Source: an optimization exercise on an open RTL-to-GDS flow (aim: small area and a short achievable clock period). Production flows keep margins and buffers that such runs may drop. Where RTL was checked, it was by simulation tests only, not by an equivalence proof against the original. Power is estimated from default activity; no workload was simulated.

run A:
==> module fp_less, before the edit <==
module fp_less #(parameter int W = 31, parameter int L = 5) (
    input  wire logic [W-1:0] x,
    input  wire logic [W-1:0] y,
    output logic              lt
);
    localparam int N = 1 << L;
    logic [N-1:0] g [0:L];
    logic [N-1:0] e [0:L];
    always_comb begin
        for (int i = 0; i < N; i++) begin
            if (i < W) begin
                g[0][i] = ~x[i] & y[i];
                e[0][i] = ~(x[i] ^ y[i]);
            end else begin
                g[0][i] = 1'b0;
                e[0][i] = 1'b1;
            end
        end
        for (int l = 1; l <= L; l++) begin
            for (int i = 0; i < N; i++) begin
                if (i < (N >> l)) begin
                    g[l][i] = g[l-1][2*i+1] | (e[l-1][2*i+1] & g[l-1][2*i]);
                    e[l][i] = e[l-1][2*i+1] & e[l-1][2*i];
                end else begin
                    g[l][i] = 1'b0;
                    e[l][i] = 1'b1;
                end
            end
        end
        lt = g[L][0];
    end
endmodule
==> module fp_add_ks, before the edit <==
module fp_add_ks #(parameter int W = 26, parameter int L = 5) (
    input  wire logic [W-1:0] x,
    input  wire logic [W-1:0] y,
    input  wire logic         cin,
    output logic [W-1:0]      sum,
    output logic              cout
);
    logic [W:0] g [0:L];
    logic [W:0] p [0:L];
    logic [W-1:0] hp;
    always_comb begin
        g[0][0] = cin;
        p[0][0] = 1'b0;
        for (int i = 0; i < W; i++) begin
            g[0][i+1] = x[i] & y[i];
            p[0][i+1] = x[i] | y[i];
            hp[i]     = x[i] ^ y[i];
        end
        for (int l = 1; l <= L; l++) begin
            for (int i = 0; i <= W; i++) begin
                if (i >= (1 << (l - 1))) begin
                    g[l][i] = g[l-1][i] | (p[l-1][i] & g[l-1][i - (1 << (l - 1))]);
                    p[l][i] = p[l-1][i] & p[l-1][i - (1 << (l - 1))];
                end else begin
                    g[l][i] = g[l-1][i];
                    p[l][i] = p[l-1][i];
                end
            end
        end
        for (int i = 0; i < W; i++)
            sum[i] = hp[i] ^ g[L][i];
        cout = g[L][W];
    end
endmodule
Settings: LEC_CHECK=0, ABC_AREA=1, CAP_MARGIN=20, CORE_MARGIN=2, CORE_UTILIZATION=40, SETUP_SLACK_MARGIN=5, SLEW_MARGIN=20; clock period 10.0 ns.
run.sh (not shown) runs the stock make flow with config.mk's settings and CLKGATE_MAP_FILE= SYNTH_SCRIPT=/design/flow/synth_recipe.tcl, a recipe that flattens the netlist after the stock synthesis.
#### Input delta (run B over run A)
diff --git a/flow/design.v b/flow/design.v
--- a/flow/design.v
+++ b/flow/design.v
@@ -1,10 +1,11 @@
 `timescale 1ns/1ps
 `default_nettype none
-module fp_less #(parameter int W = 31, parameter int L = 5) (
+module fp_less #(parameter int W = 31) (
     input  wire logic [W-1:0] x,
     input  wire logic [W-1:0] y,
     output logic              lt
 );
+    localparam int L = $clog2(W);
     localparam int N = 1 << L;
     logic [N-1:0] g [0:L];
     logic [N-1:0] e [0:L];
@@ -32,13 +33,14 @@
         lt = g[L][0];
     end
 endmodule
-module fp_add_ks #(parameter int W = 26, parameter int L = 5) (
+module fp_add_ks #(parameter int W = 26) (
     input  wire logic [W-1:0] x,
     input  wire logic [W-1:0] y,
     input  wire logic         cin,
     output logic [W-1:0]      sum,
     output logic              cout
 );
+    localparam int L = $clog2(W + 1);
     logic [W:0] g [0:L];
     logic [W:0] p [0:L];
     logic [W-1:0] hp;
## What came out
Run B -> run A: synthesized cell count delta 0, exact match
Comparing run A against run B, there is no change at all in power.
Comparing run B against run A, there is no change at all in number of cells in the design after placement.
On required time reported for the critical path endpoint, run A tracks run B almost exactly.
Run A → run B: post-CTS resize count roughly the same; area of all placed cells without fillers held; synthesized area barely changed; clock latency at the later pin of the worst-skew pair comparable; worst setup slack now sits at about the same level.
Re signed area change from the synthesized netlist to the final layout: no difference whatsoever between run A and run B.
Only the layout flow was run in run B; the RTL was not checked for function there.

P:
Another version of the RTL of pipelined_fpu (not shown whole).
Size: ~230 flip-flops, ~100 I/O pins, ~0.028 mm^2 of cells after synthesis.
clock: 10.0 ns
lec_check: 0
abc_area: 1
cap_margin: 20
core_margin: 2
core_utilization: 40
cts_cluster_diameter: 110
cts_cluster_size: 24
setup_slack_margin: 5
slew_margin: 20
standard.sh (not shown) runs the stock make flow with config.mk's settings and CLKGATE_MAP_FILE= SYNTH_SCRIPT=/design/flow/synth_recipe.tcl, a recipe that flattens the netlist after the stock synthesis.
==> flow/flow/run.sh <==
#!/bin/bash
# The standard layout (the standard.sh, unchanged synthesis), except that
# the port buffers are plain buf_1 cells, which the flow's repair steps may
# resize, instead of the delay cell buffer_ports picks by default.
export BUFFER_PORTS_ARGS="-buffer_cell sky130_fd_sc_hd__buf_1"
bash standard.sh > standard.log 2>&1
### P -> Q
diff --git a/flow/design.v b/flow/design.v
--- a/flow/design.v
+++ b/flow/design.v
@@ -47,7 +47,7 @@
         p[0][0] = 1'b0;
         for (int i = 0; i < W; i++) begin
             g[0][i+1] = x[i] & y[i];
-            p[0][i+1] = x[i] | y[i];
+            p[0][i+1] = x[i] ^ y[i];
             hp[i]     = x[i] ^ y[i];
         end
         for (int l = 1; l <= L; l++) begin
- The flow did not stop early for Q: all stages ran, and the layout cleared the timing, DRC and antenna checks.
- Changes observed in Q relative to P: hold slack now sits higher; minimum period implied by the final worst setup slack now sits higher; clock skew now sits higher; smallest setup slack after layout now sits lower; synthesized area now sits lower.

== job 7824 ==
pipelined_fpu, a different RTL version from the one above (not shown whole).
Size: ~100 I/O pins.
export LEC_CHECK = 0
export ABC_AREA = 1
export CAP_MARGIN = 20
export CORE_MARGIN = 2
export CORE_UTILIZATION = 40
export SETUP_SLACK_MARGIN = 5
export SLEW_MARGIN = 20
create_clock -name core_clock -period 10.0 [get_ports {clk}]
Scripts as last shown in full above: flow/flow/run.sh
The inputs of job 1288 differ from those of job 7824 as listed below.
diff --git a/flow/design.v b/flow/design.v
--- a/flow/design.v
+++ b/flow/design.v
@@ -1125,59 +1125,58 @@
     fp_mul_csa u_mul (.x(big1), .neg(f1[34:24]), .one(f1[23:12]), .two(f1[11:0]),
                       .ps(ps), .pc(pc), .pcin(pcin));
     logic [23:0] smallf;
     logic [24:0] bwin, awin;
     logic [23:0] smask;
     logic        sticky;
     logic [24:0] addsum;
     logic        addco;
     logic [25:0] x1;
-    logic [26:0] addfull;
+    fp_add_ks #(.W(25)) u_add (.x(awin), .y(bwin ^ {25{sub1}}), .cin(sub1 & ~sticky & ~rev1),
+                               .sum(addsum), .cout(addco));
     always_comb begin
         if (spff1 | spzero1)
             sign1 = spsign1;
         else if (mul1)
             sign1 = sa1 ^ sbe1;
         else
             sign1 = swapf1 ? sbe1 : sa1;
         e1x = mul1 ? ({1'b0, e1} - 10'd126) : {2'b00, e1[7:0]};
         smallf = f1[23:0];
         awin   = {1'b1, big1, 1'b0};
         bwin   = (d1 >= 8'd25) ? 25'd0 : ({smallf, 1'b0} >> d1[4:0]);
         for (int i = 0; i < 24; i++)
             smask[i] = (d1 >= 8'(i + 2)) && (d1 <= 8'(i + 24));
         sticky = |(smallf & smask);
-        addfull = {1'b0, awin, 1'b1} + {1'b0, bwin ^ {25{sub1}}, sub1 & ~sticky & ~rev1};
-        {addco, addsum} = addfull[26:1];
         x1     = {addco & ~sub1, addsum ^ {25{rev1}}};
         if (spff1)
             x1 = {4'd0, big1[21:0] & {22{nanp1}}};
     end
     logic        v2, mul2, sign2, spff2, spzero2, q2;
     logic [9:0]  e2;
     logic [47:14] ps2, pc2;
     logic        pcin2;
     logic [25:0] x2;
-    always_comb x2 = ps2[39:14];
     always_ff @(posedge clk) begin
         if (reset) v2 <= 1'b0;
         else       v2 <= v1;
     end
     always_ff @(posedge clk) begin
         mul2    <= mul1;
         sign2   <= sign1;
         spff2   <= spff1;
         spzero2 <= spzero1;
         q2      <= q1;
         e2      <= e1x;
-        ps2     <= (mul1 & ~spff1) ? ps : {8'd0, x1};
+        ps2     <= ps;
         pc2     <= pc;
         pcin2   <= pcin;
+        x2      <= x1;
     end
     logic [34:0] prod;
     logic        phi;
     logic [22:0] mfrac, afrac, frac;
     logic [7:0]  mexp, aexp, fexp;
     logic        movf, munf, aovf, aunf, ovf, unf;
     logic [4:0]  lz;
     logic [25:0] xn;
     logic        azero;
[summary]
- Job 1288 ended with every stage complete and zero timing, DRC or antenna violations.
- Job 7824 → job 1288: number of instances in the placed design ~0 delta; clock buffer instance count of the final layout now sits higher; initial antenna violation count went down; fmax rose by 4.1%.
- Combinational group share of total power: job 7824 and job 1288 compared, higher one is job 7824
- Sequential cell count ended up 26 higher on job 1288 than on job 7824.
- Taking job 7824 as the reference point, the net count of the finished layout of job 1288 rises by 43.
- | global-route usage | job 1288 vs job 7824 | 2.0 points lower |
- Job 1288: wire length is 3.4% lower than what job 7824 reported.
Only the layout flow was run in job 7824; the RTL was not checked for function there.

pipelined_fpu, a different RTL version from the one above (not shown whole).
Size in the first run: roughly 230 flip-flops, ~100 I/O pins, roughly 27000 um2 of cells after synthesis.
## pipelined_fpu
module pipelined_fpu (
    input  wire logic                      clk,
    input  wire logic                      reset,
    input  wire logic                      start,
    input  wire logic [1:0]                op,         
    input  wire logic [31:0]               a,
    input  wire logic [31:0]               b,
    output logic                           done,
    output logic [31:0]                    result
);
export LEC_CHECK = 0
export ABC_AREA = 1
export CAP_MARGIN = 20
export CORE_MARGIN = 2
export CORE_UTILIZATION = 40
export CTS_CLUSTER_DIAMETER = 110
export CTS_CLUSTER_SIZE = 24
export SETUP_SLACK_MARGIN = 5
export SLEW_MARGIN = 20
create_clock -name core_clock -period 10.0 [get_ports {clk}]
Scripts as last shown in full above: flow/flow/run.sh
The starting point passed the timing, DRC and antenna checks.
Change:
--- a/flow/design.v
+++ b/flow/design.v
@@ -44,13 +44,13 @@
     logic [W-1:0] hp;
     always_comb begin
         g[0][0] = cin;
         p[0][0] = 1'b0;
         for (int i = 0; i < W; i++) begin
             g[0][i+1] = x[i] & y[i];
-            p[0][i+1] = x[i] ^ y[i];
+            p[0][i+1] = x[i] | y[i];
             hp[i]     = x[i] ^ y[i];
         end
         for (int l = 1; l <= L; l++) begin
             for (int i = 0; i <= W; i++) begin
                 if (i >= (1 << (l - 1))) begin
                     g[l][i] = g[l-1][i] | (p[l-1][i] & g[l-1][i - (1 << (l - 1))]);
@@ -1011,13 +1011,13 @@
 );
     logic        sa, sb, sbe, sub0;
     logic [7:0]  ea, eb;
     logic [22:0] fa, fb, fa0, fb0;
     logic        az, bz, aff, bff, anan, bnan, ainf, binf;
     logic        is_mul;
-    logic        swapf, elt, ge, sela;
+    logic        swapf, elt, ge, sela, rev0;
     logic [7:0]  dab, dba, d0;
     logic [8:0]  e0;
     logic [22:0] big0;
     logic [23:0] small0;
     logic [34:0] f0;
     logic [10:0] neg0;
@@ -1048,13 +1048,14 @@
         fb0    = bz ? 23'd0 : fb;
         dab  = ea - eb;
         dba  = eb - ea;
         ge   = ~elt;
         d0   = ge ? dab : dba;
         e0   = is_mul ? ({1'b0, ea} + {1'b0, eb}) : {1'b0, ge ? ea : eb};
-        sela   = anan | (~bnan & (is_mul | ~swapf));
+        rev0 = swapf & ge & sub0;
+        sela   = anan | (~bnan & (is_mul | ge));
         big0   = sela ? fa0 : fb0;
         small0 = sela ? {~bz, fb0} : {~az, fa0};
         f0     = is_mul ? {neg0, one0, two0} : {11'd0, small0};
         spff0   = 1'b0;
         spzero0 = 1'b0;
         q0      = 1'b0;
@@ -1088,13 +1089,13 @@
                 spff0 = 1'b1; spsign0 = sbe;
             end else if (az & bz) begin
                 spzero0 = 1'b1; spsign0 = sa & sbe;
             end
         end
     end
-    logic        v1, mul1, sub1, spff1, spzero1, q1, nanp1, spsign1, sa1, sbe1, swapf1;
+    logic        v1, mul1, sub1, spff1, spzero1, q1, nanp1, spsign1, sa1, sbe1, swapf1, rev1;
     logic [22:0] big1;
     logic [34:0] f1;
     logic [7:0]  d1;
     logic [8:0]  e1;
     always_ff @(posedge clk) begin
         if (reset) v1 <= 1'b0;
@@ -1108,12 +1109,13 @@
         q1      <= q0;
         nanp1   <= nanp0;
         spsign1 <= spsign0;
         sa1     <= sa;
         sbe1    <= sbe;
         swapf1  <= swapf;
+        rev1    <= rev0;
         big1    <= big0;
         f1      <= f0;
         d1      <= d0;
         e1      <= e0;
     end
     logic [47:14] ps, pc;
@@ -1121,60 +1123,62 @@
     logic         sign1;
     logic [9:0]   e1x;
     fp_mul_csa u_mul (.x(big1), .neg(f1[34:24]), .one(f1[23:12]), .two(f1[11:0]),
                       .ps(ps), .pc(pc), .pcin(pcin));
     logic [23:0] smallf;
     logic [24:0] bwin, awin;
-    logic [22:0] smask;
+    logic [23:0] smask;
     logic        sticky;
     logic [24:0] addsum;
     logic        addco;
     logic [25:0] x1;
-    fp_add_ks #(.W(25)) u_add (.x(awin), .y(bwin ^ {25{sub1}}), .cin(sub1 & ~sticky),
+    fp_add_ks #(.W(25)) u_add (.x(awin), .y(bwin ^ {25{sub1}}), .cin(sub1 & ~sticky & ~rev1),
                                .sum(addsum), .cout(addco));
     always_comb begin
         if (spff1 | spzero1)
             sign1 = spsign1;
         else if (mul1)
             sign1 = sa1 ^ sbe1;
         else
             sign1 = swapf1 ? sbe1 : sa1;
         e1x = mul1 ? ({1'b0, e1} - 10'd126) : {2'b00, e1[7:0]};
         smallf = f1[23:0];
         awin   = {1'b1, big1, 1'b0};
         bwin   = (d1 >= 8'd25) ? 25'd0 : ({smallf, 1'b0} >> d1[4:0]);
-        for (int i = 0; i < 23; i++)
-            smask[i] = (d1 >= 8'(i + 2));
-        if (d1 > 8'd24)
-            sticky = smallf[23] & (d1 <= 8'd47);
-        else
-            sticky = |(smallf[22:0] & smask[22:0]);
-        x1     = {addco & ~sub1, addsum};
+        for (int i = 0; i < 24; i++)
+            smask[i] = (d1 >= 8'(i + 2)) && (d1 <= 8'(i + 24));
+        sticky = |(smallf & smask);
+        x1     = {addco & ~sub1, addsum ^ {25{rev1}}};
         if (spff1)
             x1 = {4'd0, big1[21:0] & {22{nanp1}}};
     end
     logic        v2, mul2, sign2, spff2, spzero2, q2;
     logic [9:0]  e2;
     logic [47:14] ps2, pc2;
     logic        pcin2;
     logic [25:0] x2;
+    always_comb x2 = {ps2[47:40], ps2[22:14], pc2[22:14]};
     always_ff @(posedge clk) begin
         if (reset) v2 <= 1'b0;
         else       v2 <= v1;
     end
     always_ff @(posedge clk) begin
         mul2    <= mul1;
         sign2   <= sign1;
         spff2   <= spff1;
         spzero2 <= spzero1;
         q2      <= q1;
         e2      <= e1x;
-        ps2     <= ps;
-        pc2     <= pc;
+        if (mul1 & ~spff1) begin
+            ps2 <= ps;
+            pc2 <= pc;
+        end else begin
+            ps2 <= {x1[25:18], ps[39:23], x1[17:9]};
+            pc2 <= {pc[47:23], x1[8:0]};
+        end
         pcin2   <= pcin;
-        x2      <= x1;
     end
     logic [34:0] prod;
     logic        phi;
     logic [22:0] mfrac, afrac, frac;
     logic [7:0]  mexp, aexp, fexp;
     logic        movf, munf, aovf, aunf, ovf, unf;
Effect: The changed run finished with timing, DRC and antenna clean. Non-clock buffer count climbs by 13. Design area went up by about 3.7%. Sequential power falls by about 10%. Worst hold slack barely changes. Register-to-register slack degrades by 260 ps. Clock skew barely changes. Utilization is about the same. Sequential share of layout area went down by 2.2 points. Power rises by about 7%. Die area grows by about 3%. Global-route usage rose by 1.3 points. Setup slack loses 260 ps.
Only the layout flow was run in the second run of this note; the RTL was not checked for function there.

==> port drivers added, routing unchanged <==
The results above use ideal ports. As a check the final layouts listed here were re-extracted and re-timed, cells and wires unchanged. Step 1 (the two cells are an assumption about what drives the block):
set clk [get_ports {clk}]
set_driving_cell -lib_cell sky130_fd_sc_hd__clkbuf_16 $clk
set_driving_cell -lib_cell sky130_fd_sc_hd__buf_2 [delete_from_list [all_inputs] $clk]
Step 2, shift: input delay + t, output delay - t, t = (earliest + latest rising clock arrival at the registers) / 2. This alone moves slack from input paths to output paths. Slacks: no drivers / after step 1 / after step 2; pairs: no drivers / after step 1.
run | t (ns) | slack for setup (ns) | hold WS [ns] | worst register clock-pin slew, ns
run A | 0.645 | 5.216 / 5.216 / 4.641 | 0.327 / 0.327 / 0.327 | 0.07 / 0.07
run B | 0.645 | 5.216 / 5.216 / 4.641 | 0.327 / 0.327 / 0.327 | 0.07 / 0.07
P | 0.601 | 5.345 / 5.345 / 4.793 | 0.339 / 0.339 / 0.339 | 0.10 / 0.10
Q | 0.603 | 5.279 / 5.279 / 4.771 | 0.345 / 0.345 / 0.345 | 0.10 / 0.10
job 7824 | 0.629 | 5.102 / 5.102 / 4.911 | 0.332 / 0.332 / 0.332 | 0.07 / 0.07
job 1288 | 0.648 | 5.294 / 5.294 / 4.787 | 0.329 / 0.329 / 0.329 | 0.07 / 0.07
the first run of note 4 | 0.601 | 5.294 / 5.294 / 4.736 | 0.333 / 0.333 / 0.333 | 0.11 / 0.11
the second run of note 4 | 0.566 | 5.037 / 5.037 / 4.793 | 0.333 / 0.333 / 0.333 | 0.10 / 0.10
After both steps every run listed still meets setup and hold.
